What follows belongs to an exercise in optimizing a design on an open flow for small area, a short achievable clock period and few clock cycles per item; a production flow would make more cautious choices. Function was checked by simulation only, so behaviour that the tests miss may differ from the original. Power is estimated from default activity; no workload was simulated.

== v14 ==
// chip8_instruction_execute_top
module chip8_instruction_execute_top #(
    parameter int unsigned STACK_DEPTH = 16
) (
    input  wire logic        aclk,
    input  wire logic        aresetn,
    input  wire logic        cfg_valid,
    output logic             cfg_ready,
    input  wire logic [11:0] cfg_start_address,
    input  wire logic        s_valid,
    output logic             s_ready,
    input  wire logic [15:0] s_instruction,
    output logic             m_valid,
    input  wire logic        m_ready,
    output logic [11:0]      m_pc_value,
    output logic [11:0]      m_index_value,
    output logic             m_reg_written,
    output logic [3:0]       m_reg_number,
    output logic [7:0]       m_vreg_data,
    output logic             m_flag_written,
    output logic             m_flag_value,
    output logic [1:0]       m_status
);
    localparam int unsigned AW = (STACK_DEPTH > 1) ? $clog2(STACK_DEPTH) : 1;
    localparam int unsigned RW = 17;    
    logic        s_ready_reg, rst_reg;
    logic        r_valid_reg, r2_valid_reg, e_valid_reg, h_valid_reg;
    logic        r_valid_nxt, r2_valid_nxt, e_valid_nxt, h_valid_nxt;
    logic        e_fire, r_adv, r_load, accept, h_en;
    logic [15:0] r_ins_reg, r2_ins_reg;
    logic [7:0]  rd_x, rd_y, fwd_x, fwd_y;
    logic [15:0] e_ins_reg;
    logic [7:0]  opx_reg, opy_reg;
    logic [7:0]  r_ctl, e_ctl_reg;
    logic [11:0]   pc_reg, idx_reg;
    logic [AW-1:0] tp_reg;      
    logic          ne_reg;      
    logic [11:0] pc_next, pc_inc, idx_next, stack_top;
    logic        push, pop, e_rw, e_fw, e_fval, w_rw, w_fw;
    logic [7:0]  e_val;
    logic [1:0]  e_status;
    logic [3:0]  e_num;
    logic [RW-1:0] e_res;
    logic [RW-1:0] h_res_reg;
    assign cfg_ready = 1'b1;
    assign s_ready   = s_ready_reg;
    assign h_en    = !h_valid_reg || m_ready;
    assign e_fire  = e_valid_reg && h_en;
    assign r_adv   = !e_valid_reg || h_en;
    assign r_load  = r_adv || !r_valid_reg;
    assign accept  = s_valid && s_ready_reg;
    assign e_num = e_ins_reg[11:8];
    assign e_rw  = e_ctl_reg[1];
    assign e_fw  = e_ctl_reg[0];
    assign w_rw  = e_valid_reg && e_rw;
    assign w_fw  = e_valid_reg && e_fw;
    c8ie_predec u_predec (
        .ins (r_ins_reg),
        .ctl (r_ctl)
    );
    c8ie_vreg_file u_vregs (
        .aclk  (aclk),
  ...
Size: about 2100 cells after synthesis, about 450 flip-flops, about 77 I/O pins, roughly 21000 sq um of cells after synthesis.
clock: 7.0 ns
lec_check: 0
abc_area: 1
abc_clock_period_in_ps: 2500
cap_margin: 20
core_margin: 2
core_utilization: 62
cts_cluster_diameter: 100
cts_cluster_size: 25
setup_slack_margin: 4.5
slew_margin: 20
tns_end_percent: 100
standard.sh (not shown) runs the stock make flow with config.mk's settings and CLKGATE_MAP_FILE= SYNTH_SCRIPT=/design/flow/synth_recipe.tcl, a recipe that flattens the netlist after the stock synthesis.
==> flow/flow/run.sh <==
#!/bin/bash
# The standard layout, with plain buffers (instead of the delay cells the
# resizer picks by default) on the input and output ports.
set -euo pipefail
bash standard.sh BUFFER_PORTS_ARGS="-buffer_cell sky130_fd_sc_hd__buf_2" finish > standard_flow.log 2>&1
Testbench counts of v14, summed over its fixed seeds: cycles 12,024, items 12,000.
Edits applied to the flow inputs when going from v14 to v46:
Settings: changing SETUP_SLACK_MARGIN from 4.5 to 4.4; changing TNS_END_PERCENT from 100 to 10.
Count of nets after finishing was lower in the run labelled v46. From v14 to v46 the numbers moved as follows: total power fell about 2.4%; final area fell about 3.2%.
--- input diff v46..v16 ---
Settings: changing SETUP_SLACK_MARGIN from 4.4 to 4.5; changing TNS_END_PERCENT from 10 to 20.
[summary]
Per the final summary, v16 finished and its layout is clean on timing, DRC and antenna. Multi-input gate area in the final layout in v16 is 1.7% higher than in v46. v16 packs its core more tightly than v46. Taking v46 as the reference, in v16 clock share of power dropped 0.2 points, post-synthesis to final-layout area growth saw an increase. A uppermost layer routed of met5 is what v46 shows, while met4 belongs to v16.
--- input diff v16..v3 ---
Settings: CORE_UTILIZATION changed from 62 to 70.
==> notes.md <==
[v3] global placer's final weighted congestion rose 3.1% relative to v16. [compare] base=v16 new=v3: die area fell by 11%; fraction of layout cells with a size suffix above 1 lower; data arrival time of the critical path went up. Against v16, v3 comes in 160 ps higher on post-placement setup slack. Hold slack across v16 and v3: no real change. In terms of sequential power, v3 and v16 differ only marginally.
Setup changes, v3 to v21
Settings: changing SETUP_SLACK_MARGIN from 4.5 to 4.6; changing TNS_END_PERCENT from 20 to 50; changing CORE_UTILIZATION from 70 to 62.
Findings:
- In v21 the portion of the clock cycle consumed by the worst path in the final layout turned out 1.1 points lower than in v3.
- The non-clock buffer count reported for v21 is greater than that of v3 by 68.
- When v21 is set beside v3, its cell-internal power turns out to be 2.3% larger.
- The area taken by flip-flops and latches of v3 and that of v21 are within noise of each other.

Another version of the RTL of chip8_instruction_execute_top (not shown whole).
Size in the first run: about 2100 cells after synthesis, ~450 flip-flops, ~77 I/O pins, about 21000 sq um of cells after synthesis.
clock: 7.0 ns
lec_check: 0
abc_area: 1
abc_clock_period_in_ps: 2500
cap_margin: 20
core_margin: 2
core_utilization: 55
cts_cluster_diameter: 100
cts_cluster_size: 20
setup_slack_margin: 4.5
slew_margin: 20
tns_end_percent: 5
Scripts as last shown in full above: flow/flow/run.sh
Testbench counts at the start, summed over its fixed seeds: cycles 12,024, items 12,000.
Edit:
==> flow/run.sh (new file) <==
#!/bin/bash
# synth_recipe.tcl (not shown) runs the flow's synth.tcl, then flattens the netlist and writes it again
# the make line also repeats each setting of config.mk as NAME=value (left out here)
make -C /OpenROAD-flow-scripts/flow DESIGN_CONFIG=/design/flow/config.mk WORK_HOME=/design/flow/orfs CLKGATE_MAP_FILE= SYNTH_SCRIPT=/design/flow/synth_recipe.tcl finish
ABC_AREA = unset   (was 1)
CORE_UTILIZATION = 40   (was 55)
removed: flow/flow/run.sh
removed: flow/standard.sh
Result: The new run finished clean. Area after synthesis went up by a few percent. First-iteration DRC count is higher slightly. Final area came out higher by a few percent. Final cell count came out lower by roughly a tenth. Via count came out lower by roughly a tenth. Setup slack is worse by 120 ps. Routed wire length came out higher slightly. Die area goes up by well over a third. Utilization came out lower by 15 points. Global-route usage is lower by 9.1 points.
Edit:
==> flow/flow/run.sh (new file) <==
#!/bin/bash
# The standard layout, with plain buffers (instead of the delay cells the
# resizer picks by default) on the input and output ports.
set -euo pipefail
bash standard.sh BUFFER_PORTS_ARGS="-buffer_cell sky130_fd_sc_hd__buf_2" finish > standard_flow.log 2>&1
==> flow/standard.sh (new file) <==
#!/bin/bash
# synth_recipe.tcl (not shown) runs the flow's synth.tcl, then flattens the netlist and writes it again
# the make line also repeats each setting of config.mk as NAME=value (left out here)
make -C /OpenROAD-flow-scripts/flow DESIGN_CONFIG=/design/flow/config.mk WORK_HOME=/design/flow/orfs CLKGATE_MAP_FILE= SYNTH_SCRIPT=/design/flow/synth_recipe.tcl "${@:-finish}"
ABC_AREA = 1   (was unset)
CORE_UTILIZATION = 55   (was 40)
SETUP_SLACK_MARGIN = 4.8   (was 4.5)
removed: flow/run.sh
Result: Sequential share of layout area climbs by 2.3 points; clock-buffer cell count stays the same; combinational power drops by 10%; wire length climbs by 1.7%; register-to-register slack gains 250 ps; critical path depth climbs by 1; synthesized area drops by 2.2%; via count climbs by 14%; total power drops by 3.0%.
Edit:
ABC_AREA = unset   (was 1)
CORE_UTILIZATION = 40   (was 55)
SETUP_SLACK_MARGIN = 4.5   (was 4.8)
=>
- core utilization falls by 19 points
- global-route usage falls by 9.6 points
- wire length falls by a few percent
- count of clock-buffer cells in the layout does not change
- critical path depth rises by 3
- setup slack gets worse by 70 ps
- total power rises slightly
- via count falls by roughly a tenth
- worst hold slack gets better by 22 ps
- cell area stays flat
Edit:
ABC_AREA = 1   (was unset)
Synthesized cell count goes up by well over a third; routed wire length goes up by a few percent; power goes down slightly; clock skew goes up by 12 ps; first-iteration DRC count goes up by a little under a tenth; cell count goes up by a quarter to a third; design area goes down slightly.
Edit:
CORE_UTILIZATION = 55   (was 40)
CTS_CLUSTER_SIZE = 25   (was 20)
TNS_END_PERCENT = 20   (was 5)
Effect: Routed wire length falls by 3.5%; maximum frequency goes up by 0.46%; synthesized cell count is unchanged; setup slack gets better by 12 ps.

## static timing again, ports no longer ideal
In the flow no input, the clock included, has a driving cell. The finished layouts below were timed again as built, in two steps.
Step 1 assumes that a clkbuf_16 drives the clock port and a buf_2 every other input.
Step 2 moves the port delays by t, midway between the first and last clock arrival at a register: inputs arrive t later, outputs are due t later. That takes back most of the time a late clock gives input paths.
a / b / c = no drivers / after step 1 / after step 2; a / b = the first two.
run	t, ns	slack for setup (ns)	worst setup path at the end
v14	0.594	4.335 / 4.279 / 3.989	input to register
v46	0.593	4.318 / 4.262 / 3.808	input to register
v16	0.597	4.328 / 4.269 / 3.815	input to register
v3	0.603	4.292 / 4.237 / 3.781	input to register
v21	0.606	4.369 / 4.314 / 3.997	input to register
the first run of note 2	0.635	4.286 / 4.256 / 3.688	input to register
the second run of note 2	0.659	4.161 / 4.107 / 3.763	input to register
the third run of note 2	0.635	4.309 / 4.253 / 3.709	input to register
the fourth run of note 2	0.647	4.239 / 4.239 / 3.743	input to register
the fifth run of note 2	0.637	4.266 / 4.224 / 3.662	input to register
the sixth run of note 2	0.615	4.279 / 4.222 / 3.732	input to register
After both steps every run listed still meets setup and hold. For the fifth run of note 2, which loses most, drivers alone change the setup slack by -0.042 ns; drivers and shift together by -0.604 ns.
